Source: an optimization exercise on an open RTL-to-GDS flow (aim: small area, a short achievable clock period and few clock cycles per item). Production flows keep margins and buffers that such runs may drop. At most, simulation tests tie the RTL to the original design; equivalence was not proved. The RTL of runs 2 to 4 was laid out without a check of its function. Power is estimated from default activity; no workload was simulated.

$ cat design/flow/flow/run.sh
#!/bin/bash
# The standard layout with two changes:
#  - synthesis maps the logic with flow/abc_map.script (see flow/abc_override.tcl);
#    the synthesis script is otherwise the standard flow's synth_recipe.tcl, unchanged;
#  - the buffers on every input and output port are buf_4 cells instead of the
#    slow delay buffers buffer_ports picks by default.
# Each tool's output goes to a log here: synthesis and the rest of the flow
# write standard.log, and ORFS keeps its per-step logs under orfs/logs.
set -euo pipefail
here=$(pwd)
export FLOW_ABC_SCRIPT="$here/flow/abc_map.script"
export BUFFER_PORTS_ARGS="-buffer_cell sky130_fd_sc_hd__buf_4"
{ head -n 1 synth_recipe.tcl; cat flow/abc_override.tcl; tail -n +2 synth_recipe.tcl; } > my_synth.tcl
sed "s#SYNTH_SCRIPT=[^ ]*synth_recipe.tcl#SYNTH_SCRIPT=$here/my_synth.tcl#" standard.sh > my_standard.sh
grep -q "SYNTH_SCRIPT=$here/my_synth.tcl" my_standard.sh
bash my_standard.sh > standard.log 2>&1
$ cat design/flow/flow/abc_map.script
strash
ifraig
scorr
dc2
dch -f
map -D 1200
topo
buffer -c
upsize -c -D 1200
dnsize -c -D 1200
$ cat design/flow/flow/abc_override.tcl
# Map the logic with flow/abc_map.script instead of ORFS's abc_speed.script:
# ORFS hands abc a clock period it reads as 6 ps, and its script then builds
# the 64-bit comparators as long maj3 chains. abc_map.script maps with a
# real delay target and recovers area under it. Everything else about the
# synthesis (registers, flattening, names) is the standard flow's.
proc abc {args} {
  set out {}
  set skip 0
  foreach a $args {
    if {$skip == 1} { lappend out $::env(FLOW_ABC_SCRIPT); set skip 0; continue }
    if {$skip == 2} { set skip 0; continue }
    if {$a eq "-script"} { lappend out $a; set skip 1; continue }
    if {$a eq "-D"} { set skip 2; continue }
    lappend out $a
  }
  yosys abc {*}$out
}
$ cat design/flow/standard.sh
#!/bin/bash
# synth_recipe.tcl (not shown) runs the flow's synth.tcl, then flattens the netlist and writes it again
# the make line also repeats each setting of config.mk as NAME=value (left out here)
make -C /OpenROAD-flow-scripts/flow DESIGN_CONFIG=/design/flow/config.mk WORK_HOME=/design/flow/orfs CLKGATE_MAP_FILE= SYNTH_SCRIPT=/design/flow/synth_recipe.tcl "${@:-finish}"
$ cat design/flow/config.mk
export PLATFORM = sky130hd
export DESIGN_NAME = consistent_hash_ring_lookup
export DESIGN_NICKNAME = consistent_hash_ring_lookup
export VERILOG_FILES = /design/flow/design.v
export SDC_FILE = /design/flow/constraint.sdc
export NUM_CORES = 4
export LEC_CHECK = 0
export CAP_MARGIN = 20
export CORE_MARGIN = 2
export CORE_UTILIZATION = 50
export CTS_CLUSTER_DIAMETER = 110
export CTS_CLUSTER_SIZE = 26
export SETUP_SLACK_MARGIN = 2.9
export SLEW_MARGIN = 20
$ cat design/flow/constraint.sdc
create_clock -name core_clock -period 6.0 [get_ports {clk_i}]
set_input_delay 1.2000 -clock core_clock [delete_from_list [all_inputs] [get_ports {clk_i}]]
set_output_delay 1.2000 -clock core_clock [all_outputs]
set_load 0.01 [all_outputs]
$ cat design/flow/design.v
`default_nettype none
package chrl_pkg;
  localparam int unsigned MAX_NODES_DEF = 16;
  localparam int unsigned HASH_BITS_DEF = 64;
  localparam int unsigned TAG_BITS_DEF  = 8;
  localparam int unsigned IN_HASH_W = 64;
  localparam int unsigned IN_TAG_W  = 8;
  localparam int unsigned IN_DATA_W = IN_HASH_W + IN_TAG_W;
  localparam int unsigned IN_USER_W = 1;
  localparam int unsigned OUT_STATUS_W = 2;
  localparam int unsigned OUT_OWNER_W  = 8;
  localparam int unsigned OUT_COUNT_W  = 5;
  localparam int unsigned OUT_USED_W   = OUT_STATUS_W + OUT_OWNER_W + OUT_COUNT_W;
  localparam int unsigned OUT_DATA_W   = ((OUT_USED_W + 7) / 8) * 8;
  localparam int unsigned OUT_OWNER_LO = OUT_STATUS_W;
  localparam int unsigned OUT_COUNT_LO = OUT_STATUS_W + OUT_OWNER_W;
  localparam logic OP_JOIN   = 1'b0;
  localparam logic OP_LOOKUP = 1'b1;
  localparam logic [OUT_STATUS_W-1:0] STAT_OK    = 2'd0;
  localparam logic [OUT_STATUS_W-1:0] STAT_EMPTY = 2'd1;
  localparam logic [OUT_STATUS_W-1:0] STAT_FULL  = 2'd2;
  typedef enum logic [1:0] {
    ST_IDLE,
    ST_LOOK,
    ST_JOIN,
    ST_FIN
  } chrl_state_e;
endpackage
`default_nettype wire
`default_nettype none
module chrl_ram #(
  parameter int unsigned WIDTH = 8,
  parameter int unsigned DEPTH = 16
) (
  input  logic                   clk_i,
  input  logic                   we_i,
  input  logic [WIDTH-1:0]       wdata_i,
  output logic [DEPTH*WIDTH-1:0] data_o     
);
  logic [DEPTH*WIDTH-1:0] mem_q;
  always_ff @(posedge clk_i) begin
    mem_q <= {mem_q[(DEPTH-1)*WIDTH-1:0],
              we_i ? wdata_i : mem_q[(DEPTH-1)*WIDTH +: WIDTH]};
  end
  assign data_o = mem_q;
endmodule
`default_nettype wire
`default_nettype none
import chrl_pkg::*;
module consistent_hash_ring_lookup #(
  parameter int unsigned MAX_NODES = chrl_pkg::MAX_NODES_DEF,
  parameter int unsigned HASH_BITS = chrl_pkg::HASH_BITS_DEF,
  parameter int unsigned TAG_BITS  = chrl_pkg::TAG_BITS_DEF
) (
  input  logic                             clk_i,
  input  logic                             rst_ni,
  input  logic                             s_axis_tvalid,
  output logic                             s_axis_tready,
  input  logic [chrl_pkg::IN_DATA_W-1:0]   s_axis_tdata,
  input  logic [chrl_pkg::IN_USER_W-1:0]   s_axis_tuser,
  output logic                             m_axis_tvalid,
  input  logic                             m_axis_tready,
  output logic [chrl_pkg::OUT_DATA_W-1:0]  m_axis_tdata
);
  localparam int unsigned N      = MAX_NODES;
  localparam int unsigned CNT_W  = $clog2(MAX_NODES + 1);
  localparam int unsigned WORD_W = HASH_BITS + TAG_BITS;
  localparam int unsigned RES_W  = OUT_USED_W;
  localparam int unsigned OBUF   = 3;   
  localparam logic [CNT_W-1:0] CNT_MAX = CNT_W'(MAX_NODES);
  localparam int unsigned HALF_W = HASH_BITS / 2;
  function automatic logic [1:0] half_cmp(input logic [HALF_W-1:0] a, input logic [HALF_W-1:0] b);
    logic [HALF_W-1:0] g, p;
    g = a & ~b;
    p = a | ~b;
    for (int w = 1; w < HALF_W; w = w * 2) begin
      for (int k = 0; k + w < HALF_W; k = k + 2 * w) begin
        p[k] = g[k + w] | (p[k + w] & p[k]);
        g[k] = g[k + w] | (p[k + w] & g[k]);
      end
    end
    half_cmp = {g[0], p[0]};
  endfunction
  logic                 room_q;      
  logic                 join_ok_q;   
  logic                 in_accept;
  logic                 in_join;
  logic [HASH_BITS-1:0] in_hash;
  logic [TAG_BITS-1:0]  in_tag;
  assign s_axis_tready = room_q && (join_ok_q || (s_axis_tuser[0] == OP_LOOKUP));
  assign in_accept     = s_axis_tvalid && s_axis_tready;
  assign in_join       = (s_axis_tuser[0] == OP_JOIN);
  assign in_hash       = s_axis_tdata[HASH_BITS-1:0];
  assign in_tag        = TAG_BITS'(s_axis_tdata[IN_HASH_W +: IN_TAG_W]);
  logic [N-1:0]         vld_q;       
  logic [CNT_W-1:0]     count_q;
  logic                 full;
  logic                 a_ins;       
  logic [N*WORD_W-1:0]  ram_data;
  logic [N-1:0]         ge;          
  assign full  = (count_q == CNT_MAX);
  assign a_ins = in_accept && in_join && !full;
  chrl_ram #(
    .WIDTH (WORD_W),
    .DEPTH (N)
  ) u_ram (
    .clk_i   (clk_i),
    .we_i    (a_ins),
    .wdata_i ({in_tag, ~in_hash}),    
    .data_o  (ram_data)
  );
  always_comb begin
    for (int p = 0; p < N; p++) begin
      logic [1:0] hi, lo;
      hi = half_cmp(~ram_data[p*WORD_W + HALF_W +: HALF_W], in_hash[HALF_W +: HALF_W]);
      lo = half_cmp(~ram_data[p*WORD_W +: HALF_W], in_hash[0 +: HALF_W]);
      ge[p] = (hi[1] | (hi[0] & lo[0])) & vld_q[p];
    end
  end
  logic                 b_valid_q;
  logic                 b_join_q;
  logic                 b_ins_q;       
  logic [N-1:0]         b_ge_q;
  always_ff @(posedge clk_i) begin
    b_join_q <= in_join;
    b_ins_q  <= a_ins;
    b_ge_q   <= ge;
  end
  logic [N-1:0]        prec_q [N];    
  logic [N-1:0]        prec_d [N];
  logic [TAG_BITS-1:0] head_tag_q;    
  logic [N-1:0]        bge;           
  logic [N-1:0]        gm;
  logic [N-1:0]        sel;
  logic [N-1:0]        vld_old;       
  logic                any_ge;
  logic                new_head;
  logic [TAG_BITS-1:0] owner;
  logic [OUT_STATUS_W-1:0] b_status;
  assign bge     = {b_ge_q[N-2:0], b_ge_q[N-1]};
  assign gm      = bge;
  assign any_ge  = |gm;
  assign vld_old = {vld_q[N-1:1], 1'b0};      
  always_comb begin
    for (int p = 0; p < N; p++) begin
      sel[p] = gm[p];
      for (int q = 0; q < N; q++) begin
        if (q < p) begin
          if (gm[q] && prec_q[q][p]) sel[p] = 1'b0;
        end else if (q > p) begin
          if (gm[q] && !prec_q[p][q]) sel[p] = 1'b0;
        end
      end
    end
  end
  always_comb begin
    owner = '0;
    for (int p = 0; p < N; p++) begin
      owner |= sel[p] ? ram_data[p*WORD_W + HASH_BITS +: TAG_BITS] : '0;
    end
    if (!any_ge) owner = head_tag_q;
  end
  assign new_head = &(bge | ~vld_old);
  always_comb begin
    for (int p = 0; p < N; p++) prec_d[p] = '0;
    for (int p = 0; p < N - 1; p++) begin
      for (int q = p + 1; q < N - 1; q++) begin
        prec_d[p+1][q+1] = prec_q[p][q];
      end
      prec_d[0][p+1] = !prec_q[p][N-1];
    end
    if (b_valid_q && b_ins_q) begin
      for (int q = 1; q < N - 1; q++) begin
        prec_d[1][q+1] = bge[q];
      end
      prec_d[0][1] = !bge[N-1];
    end
  end
  always_ff @(posedge clk_i) begin
    for (int p = 0; p < N; p++) begin
      for (int q = p + 1; q < N; q++) begin
        prec_q[p][q] <= prec_d[p][q];
      end
    end
    if (b_valid_q && b_ins_q && new_head) begin
      head_tag_q <= ram_data[HASH_BITS +: TAG_BITS];
    end
  end
  always_comb begin
    if (b_join_q) b_status = b_ins_q ? STAT_OK : STAT_FULL;
    else          b_status = (count_q != '0) ? STAT_OK : STAT_EMPTY;
  end
  logic [RES_W-1:0] b_result;
  assign b_result = {OUT_COUNT_W'(count_q),
                     ((!b_join_q && (count_q != '0)) ? owner : TAG_BITS'(0)),
                     b_status};
  logic [RES_W-1:0] ob_data_q [OBUF];
  logic [OBUF-1:0]  ob_vld_q;         
  logic             ob_pop;
  logic [OBUF-1:0]  ob_vld_pop;       
  assign ob_pop     = ob_vld_q[0] && m_axis_tready;
  assign ob_vld_pop = ob_pop ? (ob_vld_q >> 1) : ob_vld_q;
  always_ff @(posedge clk_i) begin
    for (int i = 0; i < OBUF; i++) begin
      if (b_valid_q && !ob_vld_pop[i] && ((i == 0) ? 1'b1 : ob_vld_pop[i-1])) begin
        ob_data_q[i] <= b_result;
      end else if (ob_pop && (i < OBUF - 1)) begin
        ob_data_q[i] <= ob_data_q[(i < OBUF - 1) ? i + 1 : i];
      end
    end
  end
  logic [2:0] inflight_d;
  logic       room_d;
  logic [N-1:0] vld_d;
  logic [CNT_W-1:0] count_d;
  always_comb begin
    inflight_d = 3'(in_accept) + 3'(b_valid_q) + 3'(ob_vld_pop[0]) + 3'(ob_vld_pop[1]) + 3'(ob_vld_pop[2]);
    room_d     = (inflight_d < 3'(OBUF));
    vld_d      = {vld_q[N-2:0], a_ins ? 1'b1 : vld_q[N-1]};
    count_d    = a_ins ? count_q + CNT_W'(1) : count_q;
  end
  always_ff @(posedge clk_i or negedge rst_ni) begin
    if (!rst_ni) begin
      b_valid_q <= 1'b0;
      ob_vld_q  <= '0;
      room_q    <= 1'b0;
      join_ok_q <= 1'b0;
      vld_q     <= '0;
      count_q   <= '0;
    end else begin
      b_valid_q <= in_accept;
      ob_vld_q  <= b_valid_q ? {ob_vld_pop[OBUF-2:0], 1'b1} : ob_vld_pop;
      room_q    <= room_d;
      join_ok_q <= (count_d == CNT_MAX) || !vld_d[N-1];
      vld_q     <= vld_d;
      count_q   <= count_d;
    end
  end
  assign m_axis_tvalid = ob_vld_q[0];
  assign m_axis_tdata  = OUT_DATA_W'(ob_data_q[0]);
endmodule
`default_nettype wire
==> run summary, run 1 <==
- Tightest Pin Transition: 801.6 ps
- Sequential fraction of the synthesis area: 55.80%
- Critical path peak fanout: 18
- Htree depth: 2
- Status: complete, no violations
- FP Rows: 116
- Routability cong.: 0.9372
- Post-synthesis adder-cell area fraction: 0.1541%
- Initial Util: 50.34%
- Hold Buf Count CTS: 0
- Pwr Density: 426.0 mW/mm2
- Final min period: 3076 ps
- Slew margin rel.: 46.56%
- CTS tree: done
- Synth Flop Type: dfxtp_1
- Crit path from: s_axis_tdata[39]
- Setup ws final: 2924 ps
- Vias in the first global route: 36740
- Arrival time worst endpoint: 3680 ps
- Area of the mapped netlist: 0.05034 mm2
- Global route overflow: 0
- Worst Clk Skew: 21.27 ps
- Max Clk Rate: 325.1 MHz
- EDFF count, synth: 53
- Vias per cell: 5.737
- Nets: 5914
- Crit start category: input port
- Pre-CTS WS: 1631 ps
- Post-synthesis cell type count: 72
- CTS buffer count: 58
- FFs w/ async S/R, synth: 1.971%
- # IOs: 95
- Reg2reg setup slack: 3090 ps
- Clock sinks: 1370
- Req. time, crit path: 6610 ps
- Post-DP Area: 0.05161 mm2
- Skew-Pair Late Insertion Delay: 730 ps
- Clk buf depth: 3
- Die W: 321.3 um
- Synth area leaders: dfxtp_1 51%, nand2_1 7.4%, o21ai_0 6.1%
- Iter 0 DRT Violations: 4084
- Synth top area share: 51.30%
- FF-to-FF path depth: 12
- Layout cells sized above 1: 5.305%
- Vias: 40980
- Hpwl dp: 101.8 mm
- Synth Area in Compound Gates: 23.18%
- Final ANT Viol Nets: 0
- IO Port Bufs: 93
- Peak supply drop: 266.7 uV
- Simple-gate share of the synthesized area: 14.98%
- Final worst-path cycle share: 51.26%
- Min-Delay Path Class: flop to flop
- Drt drc: 0
- Initial antenna violation count: 3
- CP endpoint kind: flop
- RSZ-0062 raised after global routing: true
- Area growth syn-to-layout: 6.420%
- Die Height: 321.3 um
- Critical path class: input port to flop
- Leakage: 21.29 nW
- Final Setup Violations: 0
- Seq cells post-synth: 1370
- Design Area, Final: 0.05357 mm2
- Root buffer cell: clkbuf_16
- Reg2reg end: ob_data_q[0][6]$_DFFE_PP_
- Worst setup path endpoint: b_ge_q[14]$_DFF_P_
- Hold Vio Cnt, Final: 0
- Area of the core: 0.1000 mm2
- TritonRoute pass-1 iters: 7
- Synth area leader: dfxtp_1
- Setup TNS: 0 ps
- Drt total wl: 140.8 mm
- GR Util All Layers: 26.65%
- Avg WL per Cell: 19.71 um
- First-pass GRT wire length: 216.0 mm
- Post-Syn Area per Cell: 8.508 um2
- Largest family of logic cells by synthesized area: compound AO/OA/AOI/OAI gates
- Die area: 0.1032 mm2
- Pin count of the biggest net entering global routing: 74
- Mapped Cells: 5917
- Clock transition at path regs: 110 ps
- Synth Net Count: 5999
- Fin. max-slew vios: 0
- Synth Area in XOR/XNOR: 0.06959%
- Ys Warns: 5
- Worst r2r src: b_ge_q[10]$_DFF_P_
- MaxCap Viol Count: 0
- Post-synthesis mux area share: 0%
[metrics by stage]
step | hold slack [ps] | power, mW | instances | utilization (%)
floorplan | 326.9 | 16.09 | 5917 | -
global placement | 332.1 | 18.09 | 7049 | 51.61
detailed placement | 335.0 | 18.14 | 7049 | 51.61
CTS | 344.4 | 22.77 | 7122 | 53.28
global route | 346.9 | 24.09 | 7143 | 53.57
finish | 337.3 | 22.82 | 7144 | 53.57
[layout by cell type (no fill, tap or decap), types with 37 or more instances in the layout]
cell,n
a21oi_1,287
dfxtp_1,1279
nand2_1,995
o21ai_0,611
o211ai_1,75
o31ai_1,97
nor2_1,706
edfxtp_1,53
o22ai_1,158
a211oi_1,51
inv_1,447
a31oi_1,182
o21a_1,39
or2_2,37
a22oi_1,147
clkbuf_16,58
nor3_1,51
buf_4,119
nand3_1,76
[synthesized netlist by cell type, drive strengths merged (3+ instances only)]
cell,count
o21ai,630
o211ai,77
nor4,13
or2,37
a2111oi,10
a21boi,40
o31ai,98
nand2,995
a211oi,52
a31oi,185
o21bai,14
buf,80
o311ai,6
o221ai,28
clkinv,4
o21a,39
nand4,13
nand3,78
a22o,23
dfrtp,27
a21oi,304
clkbuf,188
a221oi,38
dfxtp,1290
nor3,53
a41oi,5
o22ai,160
ha,3
a311oi,3
xor2,4
o211a,4
nor2,706
edfxtp,53
and2,4
a22oi,148
a32oi,8
inv,471
o2111ai,3
[worst max-delay path: stages]
cell	delay, ps
buf_4	220
clkinvlp_4	250
nor2_1	240
nor3_1	90
a311oi_2	340
a21oi_2	200
o21ai_1	270
o211ai_1	190
a21oi_1	220
nor2_1	70
o21ai_2	270
a21boi_1	110
[sequential cells by signal, indices dropped and copies added, names as in the netlist, 3 cells and up]
name         count
prec_q         120
vld_q           16
u_ram.mem_q   1152
ob_data_q       45
head_tag_q       8
ob_vld_q         3
b_ge_q          16
count_q          5
[power breakdown]
part | switching [mW] | internal (mW)
logic | 3.23 | 1.79
registers | 1.79 | 11.4
clock network | 2.84 | 1.78
total | 7.86 | 15.0
[worst min path at each step]
stage	startpoint	end	slack [ps]	cells past startpoint
floorplan	u_ram.mem_q[931]$_DFF_P_	u_ram.mem_q[1003]$_DFF_P_	330	0
global placement	u_ram.mem_q[430]$_DFF_P_	u_ram.mem_q[502]$_DFF_P_	330	0
detailed placement	u_ram.mem_q[570]$_DFF_P_	u_ram.mem_q[642]$_DFF_P_	340	0
CTS	u_ram.mem_q[575]$_DFF_P_	u_ram.mem_q[647]$_DFF_P_	340	0
global route	u_ram.mem_q[378]$_DFF_P_	u_ram.mem_q[450]$_DFF_P_	350	0
finish	u_ram.mem_q[530]$_DFF_P_	u_ram.mem_q[602]$_DFF_P_	340	0
[cells by family after synthesis]
group | count (synthesis)
AND/OR/NAND/NOR | 1906
AO/OA/AOI/OAI | 1888
adder cells (fa/ha/maj) | 5
flip-flops | 1370
other | 1
buffers and inverters | 743
XOR/XNOR | 4
[cell type report]
type / count / area, um2
Sequential cell: 1370 / 28110
Timing Repair Buffer: 123 / 947.2
Clock inverter: 4 / 65.06
Clock buffer: 67 / 1485
Inverter: 475 / 1813
Antenna cell: 3 / 7.507
Fill cell: 9230 / 46430
Multi-Input combinational cell: 3804 / 19520
Tap cell: 1298 / 1624
[metal layers]
| metal | track usage [%] | vias up | routed length, um |
|---|---|---|---|
| met3 | 3.469 | 174 | 9499 |
| met1 | 40.22 | 19300 | 67570 |
| met5 | 0 | - | 19 |
| met2 | 40.61 | 1341 | 60610 |
| li1 | - | 20170 | - |
| met4 | 5.607 | 2 | 3108 |
[repair_timing]
item / in CTS / in global routing
pin swaps: 2 / 5
setup buffers: 2 / 19
gates resized for setup: 26 / 40
setup endpoints to repair: 19 / 29
Testbench counts, summed over its fixed seeds: cycles 32,213, items 32,000.
==> run 2: changes to the inputs <==
--- a/design/flow/design.v
+++ b/design/flow/design.v
@@ -68,3 +68,3 @@
   localparam int unsigned RES_W  = OUT_USED_W;
-  localparam int unsigned OBUF   = 3;   
+  localparam int unsigned OBUF   = 2;   
   localparam logic [CNT_W-1:0] CNT_MAX = CNT_W'(MAX_NODES);
@@ -83,3 +83,3 @@
   endfunction
-  logic                 room_q;      
+  logic                 room;        
   logic                 join_ok_q;   
@@ -89,3 +89,3 @@
   logic [TAG_BITS-1:0]  in_tag;
-  assign s_axis_tready = room_q && (join_ok_q || (s_axis_tuser[0] == OP_LOOKUP));
+  assign s_axis_tready = room && (join_ok_q || (s_axis_tuser[0] == OP_LOOKUP));
   assign in_accept     = s_axis_tvalid && s_axis_tready;
@@ -211,4 +211,3 @@
   end
-  logic [2:0] inflight_d;
-  logic       room_d;
+  assign room = (32'(b_valid_q) + 32'($countones(ob_vld_pop))) < OBUF;
   logic [N-1:0] vld_d;
@@ -216,4 +215,2 @@
   always_comb begin
-    inflight_d = 3'(in_accept) + 3'(b_valid_q) + 3'(ob_vld_pop[0]) + 3'(ob_vld_pop[1]) + 3'(ob_vld_pop[2]);
-    room_d     = (inflight_d < 3'(OBUF));
     vld_d      = {vld_q[N-2:0], a_ins ? 1'b1 : vld_q[N-1]};
@@ -225,3 +222,2 @@
       ob_vld_q  <= '0;
-      room_q    <= 1'b0;
       join_ok_q <= 1'b0;
@@ -232,3 +228,2 @@
       ob_vld_q  <= b_valid_q ? {ob_vld_pop[OBUF-2:0], 1'b1} : ob_vld_pop;
-      room_q    <= room_d;
       join_ok_q <= (count_d == CNT_MAX) || !vld_d[N-1];
==> run 2 against run 1 <==
- final cell count is 1.2% lower
- still clean on timing, DRC and antenna
- clock power hardly changed
- cell area is 1.5% lower
- synthesized cell count is 1.3% lower
- core utilization hardly changed
- largest power group unchanged
- synthesized area is 1.1% lower
- non-clock buffer count is 13 lower
- clock skew is 12 ps higher
- via count is 1.8% lower
==> run summary, run 2 <==
- Area of the core: 0.09856 mm2
- Area growth syn-to-layout: 6.009%
- Slowest stage delay, CP: 260 ps
- Leakage: 20.96 nW
- Post-synthesis cell type count: 77
- TritonRoute pass-1 iters: 6
- FP Rows: 115
- Most frequent cells in the layout: 1288 x dfxtp_1, 924 x nand2_1, 740 x nor2_1
- Iter 0 DRT Violations: 3814
- Final min period: 3254 ps
- Arrival time worst endpoint: 2050 ps
- Drt drc: 0
- Die area: 0.1021 mm2
- Final Setup Violations: 0
- Commonest non-fill, non-tap cell in the layout: dfxtp_1
- FF-to-FF path depth: 9
- Synth Net Count: 5919
- EDFF count, synth: 38
- Clock transition at path regs: 100 ps
- CTS buffer count: 58
- Most flop-heavy register: u_ram.mem_q
- IO Port Bufs: 93
- Status: complete, no violations
- Clock sinks: 1353
- Req. time, crit path: 4800 ps
- Synth area leader: dfxtp_1
- Design Area, Final: 0.05278 mm2
- Crit start category: input port
- Seq cells post-synth: 1353
- Final worst-path cycle share: 54.24%
- Nets: 5832
- Drt total wl: 139.3 mm
- MaxCap Viol Count: 0
- Max FFs per register: 1152
- Peak supply drop: 259.5 uV
- Avg WL per Cell: 19.74 um
- Hold Path Stages: 0
- GR Util All Layers: 26.32%
- Critical path peak fanout: 3
- Ys Warns: 5
- Registers with the most flip-flops: u_ram.mem_q x1152, prec_q x120, ob_data_q x30
- Die Height: 319.5 um
- Sequential fraction of the synthesis area: 55.42%
- Hpwl dp: 99.30 mm
- Synth Flop Type: dfxtp_1
- RSZ-0062 raised after global routing: true
- Cell with the most instances after synthesis: dfxtp_1
- Synth area leaders: dfxtp_1 52%, nand2_1 7.0%, o21ai_0 5.8%
- Slew margin rel.: 44.79%
- Final ANT Viol Nets: 0
- Synth top area share: 51.87%
- CTS tree: done
- Initial Util: 50.51%
- # fillers: 9101
- Skew-Pair Late Insertion Delay: 710 ps
- Vias in the first global route: 36500
- Hold Buf Count CTS: 0
- Post-Syn Area per Cell: 8.528 um2
- Post-synth top cells: 1290 x dfxtp_1, 924 x nand2_1, 741 x nor2_1
- FFs w/ async S/R, synth: 1.848%
- Pin count of the biggest net entering global routing: 101
- Min-Delay Path Class: flop to flop
- CP endpoint kind: output port
- Initial antenna violation count: 4
- Crit path cell chain: buf_8 -> a21oi_4 -> inv_2 -> ha_4 -> nor2_2 -> nor3_2 -> buf_4
- Area of the mapped netlist: 0.04979 mm2
- # IOs: 95
- Global route overflow: 0
- Htree depth: 2
- Layout cells sized above 1: 4.940%
- Slowest-stage cell, CP: ha_4
- Clk buf depth: 3
- Max Clk Rate: 307.3 MHz
- Fin. max-slew vios: 0
- Pwr Density: 486.6 mW/mm2
- Mapped Cells: 5838
- Root buffer cell: clkbuf_16
- Post-DP Area: 0.05088 mm2
- Vias per cell: 5.704
- Tightest Pin Transition: 819.4 ps
- Critical path class: input port to output port
- Hold Vio Cnt, Final: 0
- Worst Clk Skew: 33.54 ps
- Routability cong.: 0.9065
- First-pass GRT wire length: 212.1 mm
- Vias: 40260
- Die W: 319.5 um
- Setup TNS: 0 ps
run 2: timing repair:
action,in CTS,in global routing
buffers inserted,1,8
gates cloned,0,3
pin swaps,2,11
endpoints found under the setup margin,19,25
resized for setup,18,36
endpoints found under the hold margin,0,0
run 2: cells by family after synthesis:
kind of cell	after synthesis	share of synthesized area [%]
simple gates	1853	14.68
other cells	1	0.007532
buf+inv	747	6.260
xor+xnor	4	0.07036
fa+ha+maj	4	0.1005
flops	1353	55.42
compound gates	1876	23.46
run 2: power breakdown:
| part | leakage (nW) | total [mW] | internal [mW] | switching [mW] |
|---|---|---|---|---|
| logic | 8.85 | 6.45 | 2.31 | 4.14 |
| clock network | 0.761 | 4.62 | 1.79 | 2.83 |
| registers | 11.3 | 14.6 | 12.1 | 2.52 |
| total | 21.0 | 25.7 | 16.2 | 9.48 |
run 2: routing by layer:
metal	routed length [um]	global-route usage, %	share of wire (%)
met1	65380	38.13	47
met2	61980	41.67	44
met3	8500	3.185	6.1
met4	3437	6.709	2.5
met5	29	0	0.021
run 2: final cells by class:
| class | instances | area [um2] | area share (%) |
|---|---|---|---|
| sequential | 1353 | 27590 | 52.28 |
| multi-input combinational | 3739 | 19260 | 36.49 |
| inverter | 487 | 1867 | 3.537 |
| tap | 1287 | 1610 | 3.051 |
| clock buffer | 74 | 1511 | 2.864 |
| timing repair buffer | 110 | 855.8 | 1.622 |
| clock inverter | 4 | 63.81 | 0.1209 |
| timing repair inverter | 2 | 10.01 | 0.01897 |
| antenna | 2 | 5.005 | 0.009483 |
run 2: stage by stage:
stage / hold slack (ps) / cells / util [%] / setup slack, ps / total power, mW
after global placement: 332.8 / 6966 / 51.62 / 1784 / 20.86
after CTS: 333.6 / 7045 / 53.31 / 2755 / 25.58
final: 338.9 / 7058 / 53.55 / 2746 / 25.68
after global routing: 336.8 / 7058 / 53.55 / 2709 / 27.20
after floorplan: 326.2 / 5838 / - / 2898 / 18.24
after detailed placement: 335.0 / 6966 / 51.62 / 1752 / 20.90
run 2: path summary, 6_finish.rpt:
check / from / end / slack (ps)
max in group asynchronous: rst_ni / vld_q[0]$_DFF_PN0_ / 5300
setup reg to reg: b_ge_q[9]$_DFF_P_ / ob_data_q[0][7]$_DFFE_PP_ / 3010
setup / recovery: m_axis_tready / s_axis_tready / 2750
hold / removal: u_ram.mem_q[597]$_DFF_P_ / u_ram.mem_q[669]$_DFF_P_ / 340
min in group asynchronous: rst_ni / ob_vld_q[0]$_DFF_PN0_ / 380
hold reg to reg: u_ram.mem_q[597]$_DFF_P_ / u_ram.mem_q[669]$_DFF_P_ / 340
run 2: worst max-delay path, delay by kind of cell:
| family | cells | cell delay [ps] |
|---|---|---|
| buf+inv | 3 | 320 |
| fa+ha+maj | 1 | 260 |
| compound gates | 1 | 130 |
| simple gates | 2 | 150 |
==> run 3: changes to the inputs <==
--- a/design/flow/design.v
+++ b/design/flow/design.v
@@ -211,6 +211,9 @@
   end
-  assign room = (32'(b_valid_q) + 32'($countones(ob_vld_pop))) < OBUF;
+  logic room_q, room_pop_q;
+  assign room = room_q || (m_axis_tready && room_pop_q);
   logic [N-1:0] vld_d;
   logic [CNT_W-1:0] count_d;
-  always_comb begin
+  logic [OBUF-1:0] ob_vld_d;
+  always_comb begin
+    ob_vld_d   = b_valid_q ? {ob_vld_pop[OBUF-2:0], 1'b1} : ob_vld_pop;
     vld_d      = {vld_q[N-2:0], a_ins ? 1'b1 : vld_q[N-1]};
@@ -222,2 +225,4 @@
       ob_vld_q  <= '0;
+      room_q    <= 1'b0;
+      room_pop_q <= 1'b0;
       join_ok_q <= 1'b0;
@@ -227,3 +232,5 @@
       b_valid_q <= in_accept;
-      ob_vld_q  <= b_valid_q ? {ob_vld_pop[OBUF-2:0], 1'b1} : ob_vld_pop;
+      ob_vld_q  <= ob_vld_d;
+      room_q    <= (32'(in_accept) + 32'($countones(ob_vld_d))) < OBUF;
+      room_pop_q <= ob_vld_d[0] && ((32'(in_accept) + 32'($countones(ob_vld_d >> 1))) < OBUF);
       join_ok_q <= (count_d == CNT_MAX) || !vld_d[N-1];
==> run 3 against run 2 <==
- first-iteration DRC count fell by 15%
- critical path type is now flop to flop
- clock-buffer cell count fell by 2
- clock power rose by 0.9%
- worst setup slack improved by 150 ps
- synthesized area fell by 0.49%
- synthesized cell count fell by 0.36%
- hold slack barely moved
- register-to-register slack got worse by 110 ps
- clock skew rose by 4.9 ps
==> run summary, run 3 <==
- Area of the mapped netlist: 0.04954 mm2
- Most flop-heavy register: u_ram.mem_q
- Hold Buf Count CTS: 0
- Slowest stage delay, CP: 450 ps
- Final min period: 3105 ps
- Drt drc: 0
- # IOs: 95
- Final ANT Viol Nets: 0
- Synth area leaders: dfxtp_1 52%, nand2_1 7.0%, o21ai_0 6.0%
- Leakage: 20.85 nW
- Vias in the first global route: 37290
- Die W: 318.8 um
- Htree depth: 2
- EDFF count, synth: 38
- FF-to-FF path depth: 10
- FP Rows: 115
- Setup ws final: 2895 ps
- Hold Vio Cnt, Final: 0
- Max Clk Rate: 322.1 MHz
- TritonRoute pass-1 iters: 6
- Peak supply drop: 257.1 uV
- Tightest Pin Transition: 875.9 ps
- Design Area, Final: 0.05273 mm2
- RSZ-0062 raised after global routing: true
- Synth top area share: 52.13%
- Layout cells sized above 1: 4.781%
- MaxCap Viol Count: 0
- Nets: 5819
- Area of the core: 0.09828 mm2
- Synth area leader: dfxtp_1
- Worst Clk Skew: 38.43 ps
- Initial Util: 50.41%
- Crit path cell chain: inv_1 -> o22ai_1 -> a221oi_1 -> nand3_1 -> inv_1 -> a22o_1 -> a221oi_1 -> a41oi_1 -> nand2_1 -> nand2_1
- Critical path class: flop to flop
- Min-Delay Path Class: flop to flop
- First-pass GRT wire length: 213.8 mm
- Sequential fraction of the synthesis area: 55.79%
- Root buffer cell: clkbuf_16
- Clock sinks: 1355
- Fin cells: 7044
- Slew margin rel.: 41.61%
- CP Depth: 10
- Post-Syn Area per Cell: 8.517 um2
- Ys Warns: 5
- Dpl cells: 6941
- Drt total wl: 141.2 mm
- Commonest non-fill, non-tap cell in the layout: dfxtp_1
- Cell with the most instances after synthesis: dfxtp_1
- Crit start category: flop
- Area growth syn-to-layout: 6.445%
- IO Port Bufs: 93
- Global route overflow: 0
- Registers with the most flip-flops: u_ram.mem_q x1152, prec_q x120, ob_data_q x30
- Total Power: 22.74 mW
- Routability cong.: 0.9150
- Critical path peak fanout: 14
- Skew-Pair Late Insertion Delay: 700 ps
- Synth Flop Type: dfxtp_1
- GR Util All Layers: 26.90%
- # fillers: 9131
- Arrival time worst endpoint: 3660 ps
- Die Height: 318.8 um
- Iter 0 DRT Violations: 3247
- Post-DP Area: 0.05080 mm2
- Clk buf depth: 3
- Pwr Density: 431.1 mW/mm2
- Max FFs per register: 1152
- Avg WL per Cell: 20.05 um
- Die area: 0.1016 mm2
- Req. time, crit path: 6560 ps
- Synth Net Count: 5897
- FFs w/ async S/R, synth: 1.993%
- Fin. max-slew vios: 0
- Vias per cell: 5.698
- Initial antenna violation count: 10
- Worst hold slack: 339.1 ps
- CTS buffer count: 58
- Hold Path Stages: 0
- Most frequent cells in the layout: 1279 x dfxtp_1, 921 x nand2_1, 731 x nor2_1
- Slowest-stage cell, CP: inv_1
- Worst path buffer plus inverter count: 2
- Seq cells post-synth: 1355
- Post-synthesis cell type count: 64
- Pin count of the biggest net entering global routing: 71
- Vias: 40140
- Cell family with most CP delay: compound AO/OA/AOI/OAI gates
- Setup TNS: 0 ps
- Final Setup Violations: 0
- Status: complete, no violations
- Finished Core Util: 53.66%
- Mapped Cells: 5817
- Final worst-path cycle share: 51.74%
- Post-synth top cells: 1290 x dfxtp_1, 922 x nand2_1, 731 x nor2_1
- Hpwl dp: 102.6 mm
- Pre-CTS WS: 1505 ps
- Clock transition at path regs: 110 ps
- CP endpoint kind: flop
- CTS tree: done
## run 3: power breakdown
group | switching, mW | internal [mW] | leakage, nW
Clock | 2.80 | 1.85 | 0.776
Combinational | 3.19 | 1.79 | 8.71
Sequential | 1.82 | 11.3 | 11.4
## run 3: kinds of logic after synthesis
family | Yosys count | share of synthesized area [%]
XOR/XNOR | 4 | 0.07071
other | 1 | 0.007569
AO/OA/AOI/OAI | 1891 | 23.80
adder cells (fa/ha/maj) | 3 | 0.07578
flip-flops | 1355 | 55.79
buffers and inverters | 740 | 5.882
AND/OR/NAND/NOR | 1823 | 14.37
## run 3: final timing paths
check | start | to | slack, ps
worst min-delay path | u_ram.mem_q[678]$_DFF_P_ | u_ram.mem_q[750]$_DFF_P_ | 340
min in group asynchronous | rst_ni | count_q[3]$_DFF_PN0_ | 440
worst max-delay path | b_ge_q[1]$_DFF_P_ | ob_data_q[0][2]$_DFFE_PP_ | 2900
worst min register to register | u_ram.mem_q[678]$_DFF_P_ | u_ram.mem_q[750]$_DFF_P_ | 340
max in group asynchronous | rst_ni | vld_q[3]$_DFF_PN0_ | 5220
worst max register to register | b_ge_q[1]$_DFF_P_ | ob_data_q[0][2]$_DFFE_PP_ | 2900
## run 3: timing repair
action,in CTS,in global routing
gates resized for setup,25,27
setup buffers,12,11
gates cloned,0,2
setup endpoints to repair,15,25
pin swaps,0,1
## run 3: cell type report
cell class                 instances  area [um2]  share of cell area, %
antenna                            5       12.51                0.02373
clock buffer                      72        1568                  2.973
clock inverter                     1       30.03                0.05694
inverter                         476        1827                  3.464
multi-input combinational       3722       19070                  36.17
sequential                      1355       27660                  52.45
tap                             1287        1610                  3.054
timing repair buffer             124       942.2                  1.787
timing repair inverter             2       12.51                0.02373
## run 3: per-layer routing
metal | up-vias | global-route usage [%] | part of all wire [%]
met4 | 6 | 11.62 | 4.6
met5 | - | 0 | 0.025
met2 | 1035 | 45.63 | 47
met3 | 242 | 3.372 | 5.3
met1 | 18930 | 34.47 | 43
li1 | 19930 | - | -
## run 3: worst register-to-register path: stages (launching register included)
cell	delay (ps)
dfxtp_4	440
inv_1	280
o22ai_1	200
a221oi_1	340
nand3_1	380
inv_1	450
a22o_1	210
a221oi_1	50
a41oi_1	450
nand2_1	90
nand2_1	80
==> run 4: changes to the inputs <==
--- a/design/flow/design.v
+++ b/design/flow/design.v
@@ -99,3 +99,4 @@
   logic [N*WORD_W-1:0]  ram_data;
-  logic [N-1:0]         ge;          
+  logic [N-1:0]         gt_hi;       
+  logic [N-1:0]         ge_rest;     
   assign full  = (count_q == CNT_MAX);
@@ -116,3 +117,4 @@
       lo = half_cmp(~ram_data[p*WORD_W +: HALF_W], in_hash[0 +: HALF_W]);
-      ge[p] = (hi[1] | (hi[0] & lo[0])) & vld_q[p];
+      gt_hi[p]   = hi[1] & vld_q[p];
+      ge_rest[p] = hi[0] & lo[0] & vld_q[p];
     end
@@ -122,3 +124,5 @@
   logic                 b_ins_q;       
-  logic [N-1:0]         b_ge_q;
+  logic [N-1:0]         b_gt_hi_q;
+  logic [N-1:0]         b_ge_rest_q;
+  logic [N-1:0]         b_ge;
   always_ff @(posedge clk_i) begin
@@ -126,3 +130,4 @@
     b_ins_q  <= a_ins;
-    b_ge_q   <= ge;
+    b_gt_hi_q   <= gt_hi;
+    b_ge_rest_q <= ge_rest;
   end
@@ -139,3 +144,4 @@
   logic [OUT_STATUS_W-1:0] b_status;
-  assign bge     = {b_ge_q[N-2:0], b_ge_q[N-1]};
+  assign b_ge    = b_gt_hi_q | b_ge_rest_q;
+  assign bge     = {b_ge[N-2:0], b_ge[N-1]};
   assign gm      = bge;
--- a/design/flow/config.mk
+++ b/design/flow/config.mk
@@ -12,3 +12,3 @@
 export CTS_CLUSTER_SIZE = 26
-export SETUP_SLACK_MARGIN = 2.9
+export SETUP_SLACK_MARGIN = 3.0
 export SLEW_MARGIN = 20
==> run 4 against run 3 <==
- global-route usage decreased by 0.41 points
- sequential power about the same
- highest routed layer unchanged
- sequential share of layout area decreased by 0.37 points
- critical endpoint is now s_axis_tready
- still clean on timing, DRC and antenna
- worst setup slack improved by 120 ps
- hold slack improved by 4.5 ps
==> run summary, run 4 <==
- Clk buf depth: 3
- Final Setup Violations: 0
- Pre-CTS WS: 1993 ps
- Sequential fraction of design power: 56.6%
- Worst setup path endpoint: s_axis_tready
- Design Area, Final: 0.05369 mm2
- Fin cells: 7143
- Hpwl dp: 99.61 mm
- Switching Share: 34.91%
- Root buffer cell: clkbuf_16
- CTS buffer count: 58
- FFs w/ async S/R, synth: 1.969%
- Reg2reg end: ob_data_q[0][7]$_DFFE_PP_
- Mapped Cells: 5909
- Post-DP Area: 0.05155 mm2
- Worst hold slack: 343.6 ps
- Skew-Pair Late Insertion Delay: 710 ps
- Crit path cell chain: buf_4 -> a21oi_1 -> nor2_1 -> buf_4
- Final ANT Viol Nets: 0
- Status: complete, no violations
- Initial Util: 50.30%
- Nets: 5909
- Initial antenna violation count: 3
- Critical path class: input port to output port
- Die Height: 321.0 um
- Peak supply drop: 265.8 uV
- Post-synthesis cell type count: 74
- Drt drc: 0
- Crit path from: m_axis_tready
- Worst Clk Skew: 26.35 ps
- Final worst-path cycle share: 49.82%
- Dpl cells: 7038
- Min-Delay Path Class: flop to flop
- Pin count of the biggest net entering global routing: 75
- Synth area leaders: dfxtp_1 52%, nand2_1 7.3%, o21ai_0 5.7%
- Clock sinks: 1371
- Die area: 0.1030 mm2
- Most flop-heavy register: u_ram.mem_q
- Pwr Density: 434.2 mW/mm2
- Tightest Pin Transition: 1096 ps
- TritonRoute pass-1 iters: 6
- Final min period: 2989 ps
- Die W: 321.0 um
- FF-to-FF path depth: 11
- Hold Buf Count CTS: 0
- Clock power frac: 19.8%
- Post-Syn Area per Cell: 8.501 um2
- RSZ-0062 raised after global routing: true
- Registers with the most flip-flops: u_ram.mem_q x1152, prec_q x120, ob_data_q x30
- Psw: 8.139 mW
- Ys Warns: 5
- Max Clk Rate: 334.5 MHz
- CTS tree: done
- Most frequent cells in the layout: 1306 x dfxtp_1, 972 x nand2_1, 715 x nor2_1
- Total Power: 23.32 mW
- MaxCap Viol Count: 0
- EDFF count, synth: 38
- Worst r2r src: b_ge_rest_q[6]$_DFF_P_
- Area growth syn-to-layout: 6.892%
- Slowest stage delay, CP: 250 ps
- Max FFs per register: 1152
- Clock transition at path regs: 100 ps
- Arrival time worst endpoint: 1790 ps
- Hold Vio Cnt, Final: 0
- Crit-path most repeated cell: buf_4
- Vias in the first global route: 37950
- Cell internal pwr: 15.18 mW
- Vias: 40800
- Vias per cell: 5.711
- Seq cells post-synth: 1371
- Reg2reg setup slack: 3070 ps
- Area of the core: 0.09986 mm2
- Commonest non-fill, non-tap cell in the layout: dfxtp_1
- Leakage: 21.16 nW
- First-pass GRT wire length: 213.5 mm
- Synth Flop Type: dfxtp_1
- Setup ws final: 3011 ps
- Cell family with most CP delay: buffers and inverters
- IO Port Bufs: 93
- Synth area leader: dfxtp_1
- Synth top area share: 52.05%
- Layout cells sized above 1: 5.649%
- Global route overflow: 0
- Synth Net Count: 5989
- Slew margin rel.: 26.79%
- Finished Core Util: 53.77%
- Drt total wl: 139.6 mm
- Cell with the most instances after synthesis: dfxtp_1
- CP endpoint kind: output port
- # IOs: 95
- GR Util All Layers: 26.49%
- CP Depth: 4
- Critical path peak fanout: 4
- Sequential fraction of the synthesis area: 55.67%
- Worst path buffer plus inverter count: 2
- Crit start category: input port
- Htree depth: 2
- Iter 0 DRT Violations: 3368
- FP Rows: 116
- Avg WL per Cell: 19.55 um
- Setup TNS: 0 ps
- Routability cong.: 0.9437
- Combinational power share: 23.6%
- Area of the mapped netlist: 0.05023 mm2
- Post-synth top cells: 1306 x dfxtp_1, 973 x nand2_1, 716 x nor2_1
- Slowest-stage cell, CP: a21oi_1
- Fin. max-slew vios: 0
- Req. time, crit path: 4800 ps
-- run 4: cell count changes after synthesis, sizes merged, moves of 13 or more --
| cell | before | now |
|---|---|---|
| clkbuf | 176 | 216 |
| nand3 | 70 | 83 |
| a31oi | 174 | 197 |
| a211oi | 64 | 30 |
| buf | 88 | 56 |
| dfxtp | 1290 | 1306 |
| or2 | 26 | 43 |
| o22ai | 160 | 184 |
| nand2 | 922 | 974 |
| a22o | 26 | 13 |
-- run 4: worst min-delay path by stage --
stage	to	slack, ps	cells after the start	start
finish	u_ram.mem_q[863]$_DFF_P_	340	0	u_ram.mem_q[791]$_DFF_P_
CTS	u_ram.mem_q[733]$_DFF_P_	340	0	u_ram.mem_q[661]$_DFF_P_
detailed placement	u_ram.mem_q[285]$_DFF_P_	330	0	u_ram.mem_q[213]$_DFF_P_
floorplan	u_ram.mem_q[428]$_DFF_P_	330	0	u_ram.mem_q[356]$_DFF_P_
global placement	u_ram.mem_q[863]$_DFF_P_	330	0	u_ram.mem_q[791]$_DFF_P_
global route	u_ram.mem_q[263]$_DFF_P_	330	0	u_ram.mem_q[191]$_DFF_P_
-- run 4: cells by family (layout without fill, tap and decap cells) --
logic type / Yosys count / after routing / share of synthesized area (%)
DFF: 1371 / 1371 / 55.67
other: 1 / 4 / 0.007466
xor gates and xnor gates: 3 / 3 / 0.05232
and+or+nand+nor: 1907 / 1908 / 15.18
buffers and inverters: 745 / 677 / 5.712
adders and majority gates: 3 / 3 / 0.07474
AOI/OAI and AO/OA: 1879 / 1879 / 23.30
-- run 4: timing repair --
| action | CTS | global route |
|---|---|---|
| resized for setup | 26 | 41 |
| setup buffers | 7 | 18 |
| hold endpoints to repair | 0 | 0 |
| pin swaps | 3 | 10 |
| gates cloned | 1 | 3 |
| setup endpoints to repair | 24 | 34 |
-- run 4: power groups by stage --
stage,logic [mW],registers [mW],clock network (mW)
floorplan,3.64,12.7,0
global placement,5.17,13.3,0
detailed placement,5.23,13.3,0
CTS,5.34,13.1,4.74
global route,6.10,13.4,5.05
finish,5.51,13.2,4.62
-- run 4: routing by layer --
metal	routed length (um)	track usage [%]	share of wire (%)
met5	26	0	0.019
met4	5640	10.82	4.0
met3	7587	3.022	5.4
met2	66330	44.91	47
met1	60060	34.41	43
-- run 4: worst register-to-register path, cell delays in order, from the launching register on --
cell and delay, ps:
dfxtp_1 410, nor2_4 360, o22ai_1 130, nor4_1 360, nand3_1 260, inv_1 390
nand2_1 100, nand3_1 100, a211oi_1 50, a31oi_1 470, nand2_1 100, nand2_1 70
-- run 4: layout make-up --
| type | instances | area [um2] |
|---|---|---|
| multi-input cells | 3794 | 19650 |
| repair buffers | 128 | 1051 |
| diodes | 3 | 7.507 |
| clock buffers | 70 | 1518 |
| inverters | 473 | 1822 |
| flip-flops and latches | 1371 | 27960 |
| clock inverters | 3 | 41.29 |
| repair inverters | 3 | 15.01 |
| well taps | 1298 | 1624 |
| fillers | 9185 | 46160 |
==> run 5: changes to the inputs <==
--- a/design/flow/design.v
+++ b/design/flow/design.v
@@ -222,4 +222,10 @@
   logic [OBUF-1:0] ob_vld_d;
+  logic [2:0]      fill_d;         
+  logic            room_d, room_pop_d;
   always_comb begin
     ob_vld_d   = b_valid_q ? {ob_vld_pop[OBUF-2:0], 1'b1} : ob_vld_pop;
+    fill_d     = 3'(in_accept);
+    for (int i = 0; i < OBUF; i++) fill_d += 3'(ob_vld_d[i]);
+    room_d     = fill_d < 3'(OBUF);
+    room_pop_d = ob_vld_d[0] && (fill_d < 3'(OBUF + 1));
     vld_d      = {vld_q[N-2:0], a_ins ? 1'b1 : vld_q[N-1]};
@@ -239,4 +245,4 @@
       ob_vld_q  <= ob_vld_d;
-      room_q    <= (32'(in_accept) + 32'($countones(ob_vld_d))) < OBUF;
-      room_pop_q <= ob_vld_d[0] && ((32'(in_accept) + 32'($countones(ob_vld_d >> 1))) < OBUF);
+      room_q    <= room_d;
+      room_pop_q <= room_pop_d;
       join_ok_q <= (count_d == CNT_MAX) || !vld_d[N-1];
==> run 5 against run 4 <==
- still clean
- final cell count up 3.0%
- hold slack got worse by 2.5 ps
- critical path depth rose by 7
- critical path type is now flop to flop
- critical endpoint is now ob_data_q[0][6]$_DFFE_PP_
- largest power group unchanged
==> run summary, run 5 <==
- Arrival time worst endpoint: 3450 ps
- Cell internal pwr: 17.31 mW
- Global route overflow: 0
- Met3 Resource Use GR: 3.290%
- CP endpoint kind: flop
- Die Height: 322.8 um
- Synth top area share: 51.46%
- Hpwl dp: 100.6 mm
- Nets: 6067
- Drt total wl: 140.2 mm
- Min-Delay Path Class: flop to flop
- Synth area leader: dfxtp_1
- Root buffer cell: clkbuf_16
- Post-Syn Area per Cell: 8.369 um2
- Initial Util: 50.59%
- Die area: 0.1042 mm2
- Synth area leaders: dfxtp_1 51%, nand2_1 7.2%, nor2_1 5.5%
- Registers with the most flip-flops: u_ram.mem_q x1152, prec_q x120, ob_data_q x30
- Psw: 10.89 mW
- Fin. max-slew vios: 0
- Critical path class: flop to flop
- Slew margin rel.: 33.93%
- Final worst-path cycle share: 49.76%
- Cell with the most instances after synthesis: dfxtp_1
- Vias: 41200
- TritonRoute pass-1 iters: 6
- Htree depth: 2
- Area of the mapped netlist: 0.05081 mm2
- Sequential fraction of the synthesis area: 55.03%
- Crit path cell chain: or2_1 -> nand2_1 -> o21ai_0 -> a221oi_1 -> and3_1 -> nand2_1 -> o221ai_1 -> a2111oi_0 -> a31oi_2 -> nand2_1 -> nand2_1
- Grt met1 use: 36.91%
- GR Util All Layers: 26.27%
- Pin count of the biggest net entering global routing: 89
- Mapped Cells: 6071
- Clk buf depth: 3
- Slowest stage delay, CP: 500 ps
- Die W: 322.8 um
- Initial antenna violation count: 0
- Routability cong.: 0.9397
- Final ANT Viol Nets: 0
- Design Area, Final: 0.05411 mm2
- Fin cells: 7358
- Hold Vio Cnt, Final: 0
- Sequential fraction of design power: 53.4%
- Vias per cell: 5.600
- Final Setup Violations: 0
- Synth Net Count: 6151
- Area of the multi-input gates: 0.01980 mm2
- Peak supply drop: 250.1 uV
- Crit-path most repeated cell: nand2_1
- Global routing's busiest layer: met2
- Post-synthesis cell type count: 75
- Post-DP Area: 0.05227 mm2
- Iter 0 DRT Violations: 3793
- Clock power frac: 16.3%
- MaxCap Viol Count: 0
- Setup TNS: 0 ps
- FFs w/ async S/R, synth: 1.969%
- Register Area: 0.02796 mm2
- Area of the core: 0.1004 mm2
- Leakage: 23.23 nW
- Pwr Density: 521.1 mW/mm2
- Req. time, crit path: 6470 ps
- # IOs: 95
- Worst Clk Skew: 27.35 ps
- Commonest non-fill, non-tap cell in the layout: dfxtp_1
- Max FFs per register: 1152
- Crit start category: flop
- Vias in the first global route: 37510
- Most frequent cells in the layout: 1306 x dfxtp_1, 978 x nand2_1, 735 x nor2_1
- Slowest-stage cell, CP: or2_1
- FP Rows: 116
- Clock transition at path regs: 100 ps
- Status: complete, no violations
- Combinational power share: 30.3%
- CTS buffer count: 58
- Max Clk Rate: 334.9 MHz
- Area growth syn-to-layout: 6.504%
- Ys Warns: 5
- Critical path peak fanout: 10
- Hold Buf Count CTS: 0
- Dpl cells: 7268
- First-pass GRT wire length: 214.0 mm
- Clock sinks: 1371
- RSZ-0062 raised after global routing: true
- Post-synth top cells: 1306 x dfxtp_1, 978 x nand2_1, 738 x nor2_1
- Tightest Pin Transition: 991.0 ps
- Final min period: 2986 ps
- Met2 usage in global routing: 42.97%
- # fillers: 9444
- Seq cells post-synth: 1371
- Drt drc: 0
- Pre-CTS WS: 1732 ps
- Layout cells sized above 1: 4.983%
- EDFF count, synth: 38
- Setup ws final: 3014 ps
- Switching Share: 38.62%
- Skew-Pair Late Insertion Delay: 710 ps
- IO Port Bufs: 93
- Synth Flop Type: dfxtp_1
- Avg WL per Cell: 19.05 um
- CTS tree: done
- Most flop-heavy register: u_ram.mem_q
run 5: changes by cell type after synthesis, moves of 20 or more:
cell | previous run | this run
nor2_1 | 716 | 738
o21ai_0 | 572 | 552
a31oi_1 | 197 | 159
inv_1 | 455 | 550
o31ai_1 | 101 | 66
o22ai_1 | 184 | 208
nand3_1 | 83 | 109
nor3_1 | 45 | 69
o21a_1 | 48 | 71
a21oi_1 | 306 | 374
run 5: timing repair:
action,CTS,global route
endpoints found under the setup margin,29,27
resized for setup,18,35
gates cloned,1,4
pin swaps,3,3
setup buffers,8,3
run 5: cell families (layout without fill, tap and decap cells):
kind of cell | count (synthesis) | after routing | synth area share (%)
AND/OR/NAND/NOR | 1983 | 1983 | 15.61
adder cells (fa/ha/maj) | 3 | 3 | 0.08865
XOR/XNOR | 4 | 4 | 0.06895
other | 1 | 2 | 0.007381
AO/OA/AOI/OAI | 1880 | 1880 | 22.95
buffers and inverters | 829 | 758 | 6.240
flip-flops | 1371 | 1371 | 55.03
run 5: worst paths after layout:
check / startpoint / end / slack (ps) / cells past startpoint
worst max-delay path: b_gt_hi_q[4]$_DFF_P_ / ob_data_q[0][6]$_DFFE_PP_ / 3010 / 11
worst min-delay path: u_ram.mem_q[867]$_DFF_P_ / u_ram.mem_q[939]$_DFF_P_ / 340 / 0
worst max register to register: b_gt_hi_q[4]$_DFF_P_ / ob_data_q[0][6]$_DFFE_PP_ / 3010 / 11
worst min register to register: u_ram.mem_q[867]$_DFF_P_ / u_ram.mem_q[939]$_DFF_P_ / 340 / 0
max in group asynchronous: rst_ni / ob_vld_q[1]$_DFF_PN0_ / 5250 / 1
min in group asynchronous: rst_ni / count_q[0]$_DFF_PN0_ / 440 / 1
run 5: stage by stage:
step | hold slack (ps) | power, mW | util, %
finish | 341.1 | 28.20 | 53.88
global route | 351.0 | 29.92 | 53.87
CTS | 344.1 | 28.08 | 53.70
detailed placement | 334.9 | 23.40 | 52.04
global placement | 332.5 | 23.33 | 52.04
floorplan | 326.9 | 20.00 | -
run 5: cell type report:
type | count | area share (%)
Sequential cell | 1371 | 51.67
Multi-Input combinational cell | 3871 | 36.59
Inverter | 559 | 3.975
Tap cell | 1357 | 3.138
Clock buffer | 69 | 2.759
Timing Repair Buffer | 121 | 1.723
Clock inverter | 4 | 0.07862
Timing Repair inverter | 5 | 0.05549
Antenna cell | 1 | 0.004624
run 5: critical path: cells and delay by family, from the launching register on:
| family | cells | cell delay [ps] |
|---|---|---|
| AND/OR/NAND/NOR | 6 | 1300 |
| AO/OA/AOI/OAI | 5 | 1010 |
| flip-flops | 1 | 420 |
run 5: power groups by stage:
stage                     Combinational, mW  Clock (mW)  Sequential [mW]
after floorplan                        5.71           0             14.3
after global placement                 8.17           0             15.2
after detailed placement               8.27           0             15.1
after CTS                              8.37        4.73             15.0
after global routing                   9.45        5.03             15.4
final                                  8.54        4.61             15.0
run 5: routing by layer:
| metal | share of wire (%) | wire, um |
|---|---|---|
| met1 | 46 | 64780 |
| met2 | 46 | 64230 |
| met3 | 5.5 | 7726 |
| met4 | 2.4 | 3433 |
| met5 | 0 | 0 |
Testbench counts of run 5, summed over its fixed seeds: cycles 32,213, items 32,000.
==> run 6: changes to the inputs <==
--- a/design/flow/config.mk
+++ b/design/flow/config.mk
@@ -12,3 +12,3 @@
 export CTS_CLUSTER_SIZE = 26
-export SETUP_SLACK_MARGIN = 3.0
+export SETUP_SLACK_MARGIN = 3.15
 export SLEW_MARGIN = 20
==> run 6 against run 5 <==
- synthesized area unchanged
- global-route usage is essentially flat
- sequential cell count unchanged
- largest power group unchanged
- first-iteration DRC count down 1.7%
- die area did not move
- still clean
- clock-buffer cell count stayed put
- critical endpoint is now b_ge_rest_q[6]$_DFF_P_
- critical path depth increased by 1
==> run summary, run 6 <==
- Post-synth top cells: 1306 x dfxtp_1, 978 x nand2_1, 738 x nor2_1
- Initial Util: 50.59%
- Hold wc startpoint: u_ram.mem_q[867]$_DFF_P_
- Synth Flop Type: dfxtp_1
- # fillers: 9411
- Area of the mapped netlist: 0.05081 mm2
- Iter 0 DRT Violations: 3727
- Synth area leader: dfxtp_1
- Mapped Cells: 6071
- Final Setup Violations: 0
- Seq cells post-synth: 1371
- Global route overflow: 0
- Dpl cells: 7268
- Design Area, Final: 0.05464 mm2
- Most flop-heavy register: u_ram.mem_q
- Vias: 41490
- Critical path class: input port to flop
- Area growth syn-to-layout: 7.548%
- Req. time, crit path: 6590 ps
- Final ANT Viol Nets: 0
- Post-synthesis adder-cell area fraction: 0.08865%
- Leakage: 23.45 nW
- Tightest Pin Transition: 989.3 ps
- FF-to-FF path depth: 9
- Most frequent cells in the layout: 1306 x dfxtp_1, 977 x nand2_1, 731 x nor2_1
- Synth top area share: 51.46%
- Die area: 0.1042 mm2
- Avg WL per Cell: 19.04 um
- Die W: 322.8 um
- Peak supply drop: 266.9 uV
- RSZ-0062 raised after global routing: true
- Post-synthesis mux area share: 0%
- IO Port Bufs: 93
- Skew-Pair Late Insertion Delay: 710 ps
- CTS tree: done
- Cell with the most instances after synthesis: dfxtp_1
- Final worst-path cycle share: 47.62%
- Synth Area in Compound Gates: 22.95%
- First-pass GRT wire length: 214.1 mm
- Synth area leaders: dfxtp_1 51%, nand2_1 7.2%, nor2_1 5.5%
- MaxCap Viol Count: 0
- Slew margin rel.: 34.05%
- Largest family of logic cells by synthesized area: compound AO/OA/AOI/OAI gates
- Post-DP Area: 0.05227 mm2
- Commonest non-fill, non-tap cell in the layout: dfxtp_1
- Final min period: 2857 ps
- Registers with the most flip-flops: u_ram.mem_q x1152, prec_q x120, ob_data_q x30
- Root buffer cell: clkbuf_16
- Register Area: 0.02796 mm2
- Synth Net Count: 6151
- TritonRoute pass-1 iters: 6
- Sequential fraction of the synthesis area: 55.03%
- Max FFs per register: 1152
- Initial antenna violation count: 1
- FFs w/ async S/R, synth: 1.969%
- Vias per cell: 5.608
- EDFF count, synth: 38
- Hold Path Stages: 0
- Worst Clk Skew: 25.75 ps
- Setup TNS: 0 ps
- Arrival time worst endpoint: 3450 ps
- Hold Vio Cnt, Final: 0
- Reg2reg setup slack: 3210 ps
- Clk buf depth: 3
- Min-Delay Path Class: flop to flop
- Fin cells: 7399
- Nets: 6108
- Worst hold slack: 335.6 ps
- GR Util All Layers: 26.29%
- Crit start category: input port
- Worst r2r src: b_gt_hi_q[12]$_DFF_P_
- Post-Syn Area per Cell: 8.369 um2
- Vias in the first global route: 37550
- Hpwl dp: 100.6 mm
- Pwr Density: 520.9 mW/mm2
- Ys Warns: 5
- Simple-gate share of the synthesized area: 15.61%
- Drt drc: 0
- Fin. max-slew vios: 0
- Die Height: 322.8 um
- Area of the multi-input gates: 0.01996 mm2
- Area of the core: 0.1004 mm2
- Post-synthesis cell type count: 75
- Clock sinks: 1371
- Status: complete, no violations
- Pin count of the biggest net entering global routing: 89
- Worst Hold End: u_ram.mem_q[939]$_DFF_P_
- CP endpoint kind: flop
- Reg2reg end: ob_data_q[0][6]$_DFFE_PP_
- Synth Area in XOR/XNOR: 0.06895%
- Critical path peak fanout: 14
- CTS buffer count: 58
- # IOs: 95
- Clock transition at path regs: 100 ps
- Htree depth: 2
- Layout cells sized above 1: 6.208%
- FP Rows: 116
- Routability cong.: 0.9397
- Drt total wl: 140.9 mm
- Max Clk Rate: 350.0 MHz
## run 6: cell counts after synthesis
Identical to the previous run, type by type.
## run 6: how the worst max path moves through the flow
stage          cells after the start                 endpoint  slack, ps              from
3_5_place_dp                      10   b_ge_rest_q[7]$_DFF_P_       1730  s_axis_tdata[47]
6_report                          12   b_ge_rest_q[6]$_DFF_P_       3140  s_axis_tdata[55]
5_1_grt                           13  b_ge_rest_q[11]$_DFF_P_       3110   s_axis_tdata[3]
3_3_place_gp                      10   b_ge_rest_q[7]$_DFF_P_       1430  s_axis_tdata[42]
2_1_floorplan                      9  b_ge_rest_q[10]$_DFF_P_       3220  s_axis_tdata[46]
4_1_cts                            9   b_ge_rest_q[6]$_DFF_P_       3000  s_axis_tdata[50]
## run 6: through the flow
step / utilization [%] / worst slack (ps) / power (mW)
3_5_place_dp: 52.04 / 1732 / 23.40
5_1_grt: 54.40 / 3113 / 30.18
2_1_floorplan: - / 3216 / 20.00
4_1_cts: 53.80 / 3003 / 28.13
6_report: 54.41 / 3143 / 28.46
3_3_place_gp: 52.04 / 1429 / 23.33
## run 6: cells by family (layout without fill, tap and decap cells)
kind of cell | after synthesis | count (layout)
flops | 1371 | 1371
compound gates | 1880 | 1880
buf+inv | 829 | 799
xor+xnor | 4 | 4
fa+ha+maj | 3 | 3
simple gates | 1983 | 1983
other cells | 1 | 2
## run 6: where the power goes
| group | switching, mW | total, mW | internal, mW |
|---|---|---|---|
| registers | 2.54 | 15.1 | 12.5 |
| logic | 5.62 | 8.79 | 3.17 |
| clock network | 2.83 | 4.61 | 1.77 |
## run 6: layer usage
metal / part of all wire [%] / global-route usage (%) / vias to the layer above
met3: 5.4 / 3.303 / 187
met4: 2.4 / 6.357 / 0
met2: 46 / 43.03 / 1101
li1: - / - / 20640
met1: 46 / 36.90 / 19560
met5: 0 / 0 / -
## run 6: timing repair
item / in CTS / in global routing
resized for setup: 42 / 68
pin swaps: 7 / 13
hold buffers: 0 / 0
endpoints found under the setup margin: 40 / 39
endpoints found under the hold margin: 0 / 0
setup buffers: 12 / 40
cloned: 1 / 4
## run 6: worst max-delay path, cell delays in order
cell and delay, ps:
buf_4 210, clkinvlp_4 280, nor2_1 220, a31oi_1 80
a32oi_1 210, inv_1 110, a21oi_1 250, nor2_1 60
o21ai_0 200, nand2_1 170, o21ai_1 350, a21oi_1 80
## run 6: final cells by class
type	instances	area share, %
clock inverter	4	0.07785
sequential	1371	51.17
tap	1357	3.107
antenna	1	0.004580
timing repair buffer	162	2.372
multi-input combinational	3871	36.52
timing repair inverter	5	0.05496
clock buffer	69	2.732
inverter	559	3.954
==> run 7: changes to the inputs <==
--- a/design/flow/config.mk
+++ b/design/flow/config.mk
@@ -12,2 +12,3 @@
 export CTS_CLUSTER_SIZE = 26
+export PLACE_DENSITY = 0.8
 export SETUP_SLACK_MARGIN = 3.15
==> run 7 against run 6 <==
- register-to-register slack lost 70 ps
- clock skew grew 35 ps
- synthesized cell count is the same
- power is essentially flat
- still clean on timing, DRC and antenna
==> run summary, run 7 <==
- Register Area: 0.02796 mm2
- Fin cells: 7389
- Root buffer cell: clkbuf_16
- Leakage: 23.45 nW
- CP endpoint kind: flop
- IO Port Bufs: 93
- Worst Clk Skew: 60.44 ps
- Status: complete, no violations
- Arrival time worst endpoint: 3320 ps
- Tightest Pin Transition: 1038 ps
- Synth top area share: 51.46%
- Htree depth: 2
- Skew-Pair Late Insertion Delay: 730 ps
- Ys Warns: 5
- Most flop-heavy register: u_ram.mem_q
- FP Rows: 116
- Area growth syn-to-layout: 7.363%
- Layout cells sized above 1: 5.771%
- Synth Flop Type: dfxtp_1
- Vias per cell: 5.795
- Critical path peak fanout: 8
- Final worst-path cycle share: 47.69%
- # fillers: 8903
- Max FFs per register: 1152
- EDFF count, synth: 38
- Mapped Cells: 6071
- Fin. max-slew vios: 0
- Routability cong.: 0.9844
- Drt total wl: 137.1 mm
- Post-synthesis cell type count: 75
- Drt drc: 0
- Clock transition at path regs: 110 ps
- First-pass GRT wire length: 209.2 mm
- Reg2reg setup slack: 3140 ps
- Min-Delay Path Class: flop to flop
- Synth area leaders: dfxtp_1 51%, nand2_1 7.2%, nor2_1 5.5%
- Area of the mapped netlist: 0.05081 mm2
- Global route overflow: 0
- Reg2reg end: ob_data_q[1][2]$_DFFE_PP_
- MaxCap Viol Count: 0
- Pwr Density: 521.8 mW/mm2
- Critical path class: flop to flop
- Sequential fraction of the synthesis area: 55.03%
- Seq cells post-synth: 1371
- Clock sinks: 1371
- Most frequent cells in the layout: 1306 x dfxtp_1, 978 x nand2_1, 731 x nor2_1
- Nets: 6096
- Setup TNS: 0 ps
- Worst r2r src: b_ge_rest_q[15]$_DFF_P_
- Die W: 322.8 um
- Post-Syn Area per Cell: 8.369 um2
- Finished Core Util: 54.31%
- Max Clk Rate: 349.4 MHz
- FF-to-FF path depth: 12
- RSZ-0062 raised after global routing: true
- Final Setup Violations: 0
- Initial antenna violation count: 4
- Crit path from: b_ge_rest_q[15]$_DFF_P_
- CTS tree: done
- Final ANT Viol Nets: 0
- Slew margin rel.: 30.51%
- Synth Net Count: 6151
- TritonRoute pass-1 iters: 9
- Final min period: 2862 ps
- Peak supply drop: 305.4 uV
- Req. time, crit path: 6460 ps
- Hold Vio Cnt, Final: 0
- Die Height: 322.8 um
- Area of the core: 0.1004 mm2
- Clk buf depth: 3
- Die area: 0.1042 mm2
run 7: cell count changes in the layout (fill, tap and decap cells not counted), sizes merged:
cell | before | now
diode | 1 | 2
clkinv | 6 | 3
and3 | 5 | 7
clkbuf | 70 | 71
buf | 161 | 147
clkinvlp | 20 | 17
inv | 542 | 548
run 7: cells by family after synthesis:
kind of cell | after synthesis | synth area share, %
AND/OR/NAND/NOR | 1983 | 15.61
other | 1 | 0.007381
adder cells (fa/ha/maj) | 3 | 0.08865
flip-flops | 1371 | 55.03
XOR/XNOR | 4 | 0.06895
AO/OA/AOI/OAI | 1880 | 22.95
buffers and inverters | 829 | 6.240
run 7: per-stage QoR:
step	hold WS, ps	area (um2)	setup slack, ps	power (mW)
2_1_floorplan	326.9	50810	3216	20.00
3_3_place_gp	332.6	52220	2011	22.85
3_5_place_dp	334.9	52220	1959	23.18
4_1_cts	326.6	54080	3043	27.94
5_1_grt	334.7	54540	3118	29.99
6_report	313.7	54550	3138	28.46
run 7: area by class of cell:
type / instances / share of cell area [%]
Antenna cell: 2 / 0.009175
Clock buffer: 71 / 2.886
Clock inverter: 4 / 0.1032
Inverter: 559 / 3.950
Multi-Input combinational cell: 3873 / 36.47
Sequential cell: 1371 / 51.26
Tap cell: 1357 / 3.113
Timing Repair Buffer: 147 / 2.149
Timing Repair inverter: 5 / 0.05505
run 7: worst min path at each step:
stage	from	to	slack, ps	cells after the start
2_1_floorplan	u_ram.mem_q[356]$_DFF_P_	u_ram.mem_q[428]$_DFF_P_	330	0
3_3_place_gp	u_ram.mem_q[789]$_DFF_P_	u_ram.mem_q[861]$_DFF_P_	330	0
3_5_place_dp	u_ram.mem_q[357]$_DFF_P_	u_ram.mem_q[429]$_DFF_P_	330	0
4_1_cts	u_ram.mem_q[1008]$_DFF_P_	u_ram.mem_q[1080]$_DFF_P_	330	0
5_1_grt	u_ram.mem_q[1008]$_DFF_P_	u_ram.mem_q[1080]$_DFF_P_	330	0
6_report	u_ram.mem_q[1008]$_DFF_P_	u_ram.mem_q[1080]$_DFF_P_	310	0
run 7: worst max-delay path: stages (launching register included):
cell        delay, ps
dfxtp_1           370
nor2_2            240
clkinvlp_4        240
buf_4             200
o21ai_0           100
nor3_1            110
nand3_1           120
inv_1             220
a22oi_1           220
o221ai_1          140
nor2_1            180
a41oi_2           240
buf_4             210
run 7: timing repair:
action	4_1_cts	5_1_grt
endpoints found under the setup margin	82	39
setup buffers	13	30
gates resized for setup	32	60
pin swaps	7	14
gates cloned	3	4
run 7: power by group:
part / total [mW] / leakage [nW] / switching (mW) / internal [mW]
logic: 8.72 / 11.0 / 5.59 / 3.14
clock network: 4.67 / 0.797 / 2.80 / 1.87
registers: 15.1 / 11.6 / 2.54 / 12.5
total: 28.5 / 23.5 / 10.9 / 17.5
run 7: layer usage:
layer / vias up / wire [um] / global-route usage (%)
li1: 20640 / - / -
met1: 20130 / 58560 / 33.86
met2: 1716 / 62100 / 40.56
met3: 326 / 10580 / 3.748
met4: 2 / 5848 / 10.44
met5: - / 12 / 0
